Background: an optimization exercise with open tools, aiming at small area, a short achievable clock period and few clock cycles. Do not read the settings as production practice. RTL that was checked went through simulation tests only; none was proved equivalent to the original. Power figures rest on the tool's default switching activity, not on a simulated workload.

==> trial 54 <==
==> flow/design.v <==
package zpu_exec_pkg;
    localparam int WORD_W  = 32;
    localparam int DMEM_AW = 26;
    localparam logic [4:0] OP_NOP = 5'd0, OP_MOV = 5'd1, OP_IM0 = 5'd2, OP_IMN = 5'd3,
        OP_ADD = 5'd4, OP_ADDSP = 5'd5, OP_SUB = 5'd6, OP_AND = 5'd7, OP_OR = 5'd8,
        OP_NOT = 5'd9, OP_FLIP = 5'd10, OP_EQ = 5'd11, OP_LT = 5'd12, OP_ULT = 5'd13,
        OP_MUL = 5'd14, OP_LOAD = 5'd15, OP_STORE = 5'd16, OP_STORE2 = 5'd17,
        OP_LOADSP = 5'd18, OP_STORESP = 5'd19;
endpackage
`timescale 1ns/1ps
module zpu_exec_top (
    input  logic        clk,
    input  logic        rst,
    input  logic [4:0]  inst_op_i,
    input  logic [6:0]  inst_imm_i,
    input  logic [25:0] inst_dest_addr_i,
    input  logic [31:0] inst_operand_i,
    input  logic [25:0] inst_operand_addr_i,
    output logic        stall_o,
    output logic        dmem_en_o,
    output logic [3:0]  dmem_wmask_o,
    output logic [25:0] dmem_addr_o,
    output logic [31:0] dmem_wdata_o,
    input  logic [31:0] dmem_rdata_i,
    output logic [31:0] stack_tos_o,
    output logic [31:0] stack_nos_o
);
    localparam int MK = 4;               
    localparam int MN = 32 / MK;         
    localparam int CW = $clog2(MN);
    logic [31:0]   tos_q, nos_q, acc_q;
    logic [25:0]   a0_q;
    logic [31:0]   d0_q;
    logic          v0_q;
    logic [23:0]   a1_q;
    logic [31:0]   d1_q;
    logic          v1_q;
    logic          pend_q;
    logic          ph_q;
    logic [CW-1:0] mc_q;
    logic [4:0] op;
    assign op = inst_op_i;
    logic        m0, m1;
    logic [31:0] opnd;
    assign m0   = v0_q && (a0_q[25:2] == inst_operand_addr_i[25:2]);
    assign m1   = v1_q && (a1_q == inst_operand_addr_i[25:2]);
    assign opnd = m0 ? d0_q : (m1 ? d1_q : inst_operand_i);
    logic [31:0] ldata;
    assign ldata = (v0_q && (a0_q[25:2] == tos_q[25:2])) ? d0_q : dmem_rdata_i;
    logic [31:0] mulsum;
    logic        mlast;
    assign mulsum = acc_q + tos_q * nos_q[MK-1:0];
    assign mlast  = (mc_q == CW'(MN - 1));
    logic rd;
    assign rd      = (op == zpu_exec_pkg::OP_LOAD) && !ph_q && !rst;
    assign stall_o = ((op == zpu_exec_pkg::OP_LOAD) && !ph_q) || ((op == zpu_exec_pkg::OP_MUL) && !mlast);
    logic acc;
    assign acc = !rst && !stall_o;
    logic [31:0] eq, lt, ult;
    assign eq  = {31'd0, tos_q == nos_q};
    assign lt  = {31'd0, $signed(tos_q) < $signed(nos_q)};
    assign ult = {31'd0, tos_q < nos_q};
    logic [31:0] flip;
    always_comb begin
        for (int i = 0; i < 32; i++) flip[i] = tos_q[31-i];
    end
    logic [31:0] tos_d, nos_d, wdat;
    logic [25:0] waddr;
    logic        wr;
    always_comb begin
        tos_d = tos_q;
        nos_d = nos_q;
        wr    = 1'b1;
        waddr = inst_dest_addr_i;
        unique case (op)
            zpu_exec_pkg::OP_MOV:     begin tos_d = nos_q; nos_d = opnd; wr = 1'b0; end
            zpu_exec_pkg::OP_IM0:     begin tos_d = {{25{inst_imm_i[6]}}, inst_imm_i}; nos_d = tos_q; end
            zpu_exec_pkg::OP_IMN:     tos_d = {tos_q[24:0], inst_imm_i};
            zpu_exec_pkg::OP_ADD:     begin tos_d = tos_q + nos_q; nos_d = opnd; end
            zpu_exec_pkg::OP_ADDSP:   tos_d = tos_q + opnd;
            zpu_exec_pkg::OP_SUB:     begin tos_d = nos_q - tos_q; nos_d = opnd; end
            zpu_exec_pkg::OP_AND:     begin tos_d = tos_q & nos_q; nos_d = opnd; end
            zpu_exec_pkg::OP_OR:      begin tos_d = tos_q | nos_q; nos_d = opnd; end
            zpu_exec_pkg::OP_NOT:     tos_d = ~tos_q;
            zpu_exec_pkg::OP_FLIP:    tos_d = flip;
            zpu_exec_pkg::OP_EQ:      begin tos_d = eq; nos_d = opnd; end
            zpu_exec_pkg::OP_LT:      begin tos_d = lt; nos_d = opnd; end
            zpu_exec_pkg::OP_ULT:     begin tos_d = ult; nos_d = opnd; end
            zpu_exec_pkg::OP_MUL: begin
                if (mlast) begin
                    tos_d = mulsum;
                    nos_d = opnd;
                end else begin
                    tos_d = tos_q << MK;
                    nos_d = nos_q >> MK;
                end
            end
            zpu_exec_pkg::OP_LOAD:    tos_d = ph_q ? ldata : tos_q;
            zpu_exec_pkg::OP_STORE:   begin tos_d = opnd; waddr = {tos_q[25:2], 2'b00}; end
            zpu_exec_pkg::OP_STORE2:  begin nos_d = opnd; wr = 1'b0; end
            zpu_exec_pkg::OP_LOADSP:  begin tos_d = opnd; nos_d = tos_q; end
            zpu_exec_pkg::OP_STORESP: begin tos_d = nos_q; nos_d = opnd; end
            default:    wr = 1'b0;
        endcase
    end
    always_comb begin
        unique case (op)
            zpu_exec_pkg::OP_STORE:   wdat = nos_q;
            zpu_exec_pkg::OP_STORESP: wdat = tos_q;
            default:    wdat = tos_d;
        endcase
    end
    always_ff @(posedge clk) begin
        if (rst) begin
            tos_q  <= '0;
            nos_q  <= '0;
            acc_q  <= '0;
            v0_q   <= 1'b0;
            v1_q   <= 1'b0;
            pend_q <= 1'b0;
            ph_q   <= 1'b0;
            mc_q   <= '0;
        end else begin
            tos_q <= tos_d;
            nos_q <= nos_d;
            if (op == zpu_exec_pkg::OP_MUL) begin
                acc_q <= mlast ? '0 : mulsum;
                mc_q  <= mlast ? '0 : mc_q + CW'(1);
            end
            ph_q   <= rd;
            pend_q <= (acc && wr) || (pend_q && rd);
            if (acc && wr) begin
                v0_q <= 1'b1;
                v1_q <= v0_q;
            end
        end
    end
    always_ff @(posedge clk) begin
        if (acc && wr) begin
            a0_q <= waddr;
            d0_q <= wdat;
            a1_q <= a0_q[25:2];
            d1_q <= d0_q;
        end
    end
    assign dmem_en_o    = pend_q || rd;
    assign dmem_wmask_o = rd ? 4'h0 : 4'hf;
    assign dmem_addr_o  = rd ? {tos_q[25:2], a0_q[1:0]} : a0_q;
    assign dmem_wdata_o = d0_q;
    assign stack_tos_o  = tos_q;
    assign stack_nos_o  = nos_q;
endmodule
==> flow/run.sh <==
#!/bin/bash
# synth_recipe.tcl (not shown) runs the flow's synth.tcl, then flattens the netlist and writes it again
# the make line also repeats each setting of config.mk as NAME=value (left out here)
make -C /OpenROAD-flow-scripts/flow DESIGN_CONFIG=/design/flow/config.mk WORK_HOME=/design/flow/orfs CLKGATE_MAP_FILE= SYNTH_SCRIPT=/design/flow/synth_recipe.tcl finish
==> flow/config.mk <==
export PLATFORM = sky130hd
export DESIGN_NAME = zpu_exec_top
export DESIGN_NICKNAME = zpu_exec_top
export VERILOG_FILES = /design/flow/design.v
export SDC_FILE = /design/flow/constraint.sdc
export NUM_CORES = 4
export LEC_CHECK = 0
export CAP_MARGIN = 20
export CORE_MARGIN = 2
export CORE_UTILIZATION = 40
export SLEW_MARGIN = 20
==> flow/constraint.sdc <==
create_clock -name core_clock -period 8.0 [get_ports {clk}]
set_input_delay 1.6000 -clock core_clock [delete_from_list [all_inputs] [get_ports {clk}]]
set_output_delay 1.6000 -clock core_clock [all_outputs]
set_load 0.01 [all_outputs]
==> build 79 (differences from trial 54) <==
==> flow/design.v, changed modules only <==
module zpu_exec_top (
    input  logic        clk,
    input  logic        rst,
    input  logic [4:0]  inst_op_i,
    input  logic [6:0]  inst_imm_i,
    input  logic [25:0] inst_dest_addr_i,
    input  logic [31:0] inst_operand_i,
    input  logic [25:0] inst_operand_addr_i,
    output logic        stall_o,
    output logic        dmem_en_o,
    output logic [3:0]  dmem_wmask_o,
    output logic [25:0] dmem_addr_o,
    output logic [31:0] dmem_wdata_o,
    input  logic [31:0] dmem_rdata_i,
    output logic [31:0] stack_tos_o,
    output logic [31:0] stack_nos_o
);
    logic [31:0] tos_q, nos_q;
    logic [31:0] s_q;            
    logic [27:0] c_q;            
    logic        cy_q;           
    logic [25:0] a0_q;
    logic [31:0] d0_q;
    logic        v0_q;
    logic [23:0] a1_q;
    logic [31:0] d1_q;
    logic        v1_q;
    logic        pend_q;
    logic        ph_q;           
    logic        ap_q;           
    logic [2:0]  mc_q;           
    logic [4:0] op;
    assign op = inst_op_i;
    logic op_mov, op_im0, op_imn, op_add, op_addsp, op_sub, op_and, op_or, op_not, op_flip;
    logic op_eq, op_lt, op_ult, op_mul, op_load, op_store, op_store2, op_loadsp, op_storesp;
    assign op_mov     = (op == zpu_exec_pkg::OP_MOV);
    assign op_im0     = (op == zpu_exec_pkg::OP_IM0);
    assign op_imn     = (op == zpu_exec_pkg::OP_IMN);
    assign op_add     = (op == zpu_exec_pkg::OP_ADD);
    assign op_addsp   = (op == zpu_exec_pkg::OP_ADDSP);
    assign op_sub     = (op == zpu_exec_pkg::OP_SUB);
    assign op_and     = (op == zpu_exec_pkg::OP_AND);
    assign op_or      = (op == zpu_exec_pkg::OP_OR);
    assign op_not     = (op == zpu_exec_pkg::OP_NOT);
    assign op_flip    = (op == zpu_exec_pkg::OP_FLIP);
    assign op_eq      = (op == zpu_exec_pkg::OP_EQ);
    assign op_lt      = (op == zpu_exec_pkg::OP_LT);
    assign op_ult     = (op == zpu_exec_pkg::OP_ULT);
    assign op_mul     = (op == zpu_exec_pkg::OP_MUL);
    assign op_load    = (op == zpu_exec_pkg::OP_LOAD);
    assign op_store   = (op == zpu_exec_pkg::OP_STORE);
    assign op_store2  = (op == zpu_exec_pkg::OP_STORE2);
    assign op_loadsp  = (op == zpu_exec_pkg::OP_LOADSP);
    assign op_storesp = (op == zpu_exec_pkg::OP_STORESP);
    logic        m0, m1;
    logic [31:0] opnd;
    assign m0   = v0_q && (a0_q[25:2] == inst_operand_addr_i[25:2]);
    assign m1   = v1_q && (a1_q == inst_operand_addr_i[25:2]);
    assign opnd = m0 ? d0_q : (m1 ? d1_q : inst_operand_i);
    logic [31:0] ldata;
    assign ldata = (v0_q && (a0_q[25:2] == tos_q[25:2])) ? d0_q : dmem_rdata_i;
    logic [31:0] r0, r1, r2, r3, x1, y1, x2, y2, x3, y3, xs, ys;
    logic [4:0]  low;
    logic        mlast;
    assign r0 = nos_q[0] ? tos_q : 32'd0;
    assign r1 = nos_q[1] ? {tos_q[30:0], 1'b0} : 32'd0;
    assign r2 = nos_q[2] ? {tos_q[29:0], 2'b0} : 32'd0;
    assign r3 = nos_q[3] ? {tos_q[28:0], 3'b0} : 32'd0;
    assign x1 = s_q ^ {4'd0, c_q} ^ r0;
    assign y1 = {((s_q[30:0] & {4'd0, c_q[26:0]}) | (s_q[30:0] & r0[30:0]) |
                  ({4'd0, c_q[26:0]} & r0[30:0])), cy_q};
    assign x2 = r1 ^ r2 ^ r3;
    assign y2 = {((r1[30:0] & r2[30:0]) | (r1[30:0] & r3[30:0]) | (r2[30:0] & r3[30:0])), 1'b0};
    assign x3 = x1 ^ y1 ^ x2;
    assign y3 = {((x1[30:0] & y1[30:0]) | (x1[30:0] & x2[30:0]) | (y1[30:0] & x2[30:0])), 1'b0};
    assign xs = x3 ^ y3 ^ y2;
    assign ys = {((x3[30:0] & y3[30:0]) | (x3[30:0] & y2[30:0]) | (y3[30:0] & y2[30:0])), 1'b0};
    assign low   = {1'b0, xs[3:0]} + {1'b0, ys[3:0]};
    assign mlast = (mc_q == 3'd7);
    logic rd;
    assign rd      = op_load && !ph_q && !rst;
    assign stall_o = (op_load && !ph_q) || (op_addsp && !ap_q) || (op_mul && !mlast);
    logic acc;
    assign acc = !rst && !stall_o;
    logic [31:0] sum, diff;
    logic        borrow, eq, lt, ult;
    assign sum            = tos_q + (ap_q ? s_q : nos_q);
    assign {borrow, diff} = {1'b0, nos_q} - {1'b0, tos_q};
    assign eq  = (tos_q == nos_q);
    assign ult = !borrow && !eq;
    assign lt  = !(borrow ^ nos_q[31] ^ tos_q[31]) && !eq;
    logic [31:0] flip;
    always_comb begin
        for (int i = 0; i < 32; i++) flip[i] = tos_q[31-i];
    end
    logic [31:0] tos_d, nos_d, wdat;
    logic [25:0] waddr;
    logic        wr;
    always_comb begin
        tos_d = tos_q;
        nos_d = nos_q;
        wr    = 1'b1;
        waddr = inst_dest_addr_i;
        unique case (op)
            zpu_exec_pkg::OP_MOV:     begin tos_d = nos_q; nos_d = opnd; wr = 1'b0; end
            zpu_exec_pkg::OP_IM0:     begin tos_d = {{25{inst_imm_i[6]}}, inst_imm_i}; nos_d = tos_q; end
            zpu_exec_pkg::OP_IMN:     tos_d = {tos_q[24:0], inst_imm_i};
            zpu_exec_pkg::OP_ADD:     begin tos_d = sum; nos_d = opnd; end
            zpu_exec_pkg::OP_ADDSP:   tos_d = ap_q ? sum : tos_q;
            zpu_exec_pkg::OP_SUB:     begin tos_d = diff; nos_d = opnd; end
            zpu_exec_pkg::OP_AND:     begin tos_d = tos_q & nos_q; nos_d = opnd; end
            zpu_exec_pkg::OP_OR:      begin tos_d = tos_q | nos_q; nos_d = opnd; end
            zpu_exec_pkg::OP_NOT:     tos_d = ~tos_q;
            zpu_exec_pkg::OP_FLIP:    tos_d = flip;
            zpu_exec_pkg::OP_EQ:      begin tos_d = {31'd0, eq}; nos_d = opnd; end
            zpu_exec_pkg::OP_LT:      begin tos_d = {31'd0, lt}; nos_d = opnd; end
            zpu_exec_pkg::OP_ULT:     begin tos_d = {31'd0, ult}; nos_d = opnd; end
            zpu_exec_pkg::OP_MUL: begin
                if (mlast) begin
                    tos_d = {low[3:0], nos_q[31:4]};
                    nos_d = opnd;
                end else begin
                    nos_d = {low[3:0], nos_q[31:4]};
                end
            end
            zpu_exec_pkg::OP_LOAD:    tos_d = ph_q ? ldata : tos_q;
            zpu_exec_pkg::OP_STORE:   begin tos_d = opnd; waddr = {tos_q[25:2], 2'b00}; end
            zpu_exec_pkg::OP_STORE2:  begin nos_d = opnd; wr = 1'b0; end
            zpu_exec_pkg::OP_LOADSP:  begin tos_d = opnd; nos_d = tos_q; end
            zpu_exec_pkg::OP_STORESP: begin tos_d = nos_q; nos_d = opnd; end
            default:                  wr = 1'b0;
        endcase
    end
    always_comb begin
        unique case (op)
            zpu_exec_pkg::OP_STORE:   wdat = nos_q;
            zpu_exec_pkg::OP_STORESP: wdat = tos_q;
            default:                  wdat = tos_d;
        endcase
    end
    always_ff @(posedge clk) begin
        if (rst) begin
            tos_q  <= '0;
            nos_q  <= '0;
            s_q    <= '0;
            c_q    <= '0;
            cy_q   <= 1'b0;
            v0_q   <= 1'b0;
            v1_q   <= 1'b0;
            pend_q <= 1'b0;
            ph_q   <= 1'b0;
            ap_q   <= 1'b0;
            mc_q   <= '0;
        end else begin
            tos_q <= tos_d;
            nos_q <= nos_d;
            if (op_mul) begin
                s_q  <= mlast ? 32'd0 : {4'd0, xs[31:4]};
                c_q  <= mlast ? 28'd0 : ys[31:4];
                cy_q <= mlast ? 1'b0 : low[4];
                mc_q <= mc_q + 3'd1;
            end
            if (op_addsp) begin
                s_q <= ap_q ? 32'd0 : opnd;
            end
            ph_q   <= rd;
            ap_q   <= op_addsp && !ap_q;
            pend_q <= (acc && wr) || (pend_q && rd);
            if (acc && wr) begin
                v0_q <= 1'b1;
                v1_q <= v0_q;
            end
        end
    end
    always_ff @(posedge clk) begin
        if (acc && wr) begin
            a0_q <= waddr;
            d0_q <= wdat;
            a1_q <= a0_q[25:2];
            d1_q <= d0_q;
        end
    end
    assign dmem_en_o    = pend_q || rd;
    assign dmem_wmask_o = rd ? 4'h0 : 4'hf;
    assign dmem_addr_o  = rd ? {tos_q[25:2], a0_q[1:0]} : a0_q;
    assign dmem_wdata_o = d0_q;
    assign stack_tos_o  = tos_q;
    assign stack_nos_o  = nos_q;
endmodule
SETUP_SLACK_MARGIN = 3.0   (was default)
==> run summary <==
Status: trial 54 no timing/DRC/antenna violations; build 79 no timing/DRC/antenna violations
Combinational logic power: trial 54 1.90 mW; build 79 1.69 mW
Total power divided by cell area: trial 54 164 nW/um^2; build 79 178 nW/um^2
Fin crit share: trial 54 0.921; build 79 0.624
Routed via count divided by cell count: trial 54 6.40; build 79 6.46
Number of buffers created by CTS: trial 54 29; build 79 35
Time the final worst path needs with I/O delays and setup: trial 54 7.37 ns; build 79 4.99 ns
Placed insts: trial 54 3860; build 79 3632
Die H: trial 54 246 um; build 79 244 um
Part of the total power dissipated in sequential elements: trial 54 0.306; build 79 0.316
Post-synth design cell area: trial 54 23500 um^2; build 79 23000 um^2
Flip-flop cell with the highest count after synthesis: trial 54 edfxtp_1; build 79 dfxtp_1
Synthesized area per cell: trial 54 8.00 um^2; build 79 8.36 um^2
Maximum level of the CTS H-tree: trial 54 1; build 79 2
Internal Power: trial 54 2.67 mW; build 79 3.03 mW
Length of routed met3 wiring: trial 54 13100 um; build 79 13100 um
Worst slew margin relative to its limit: trial 54 0.197; build 79 0.180
Flops & latches, synth: trial 54 217; build 79 247
Number of filler instances in the final layout: trial 54 5718; build 79 5515
Iteration-0 DRC Markers: trial 54 3047; build 79 3071
Smallest setup slack after layout: trial 54 0.630 ns; build 79 3.01 ns
Largest net degree at the start of global routing: trial 54 85; build 79 106
Testbench counts of build 79, summed over its fixed seeds: cycles 132,055.
For trial 54, only the layout was checked, not whether the RTL still works.

-- what the ideal ports hide --
The results above use ideal ports. As a check the final layouts listed here were re-extracted and re-timed, cells and wires unchanged. Step 1, drivers: a clkbuf_16 drives clk and a buf_2 each remaining input, both assumed. Step 2 times the ports against the registers' clock, not the clock port: input delays grow and output delays shrink by t, the midpoint of the rising clock arrivals with the driver on. Slacks: no drivers / after step 1 / after step 2; pairs: no drivers / after step 1.
| run | t, ns | setup WS [ns] | latest minus earliest clock arrival (ns) |
|---|---|---|---|
| trial 54 | 0.649 | 0.630 / 0.668 / 0.020 | 0.033 / 0.033 |
| build 79 | 0.625 | 3.011 / 2.975 / 2.599 | 0.029 / 0.029 |
After both steps every run listed still meets setup and hold. The setup slack of trial 54, which loses most, moves by +0.038 ns with the drivers and by -0.610 ns with both steps.
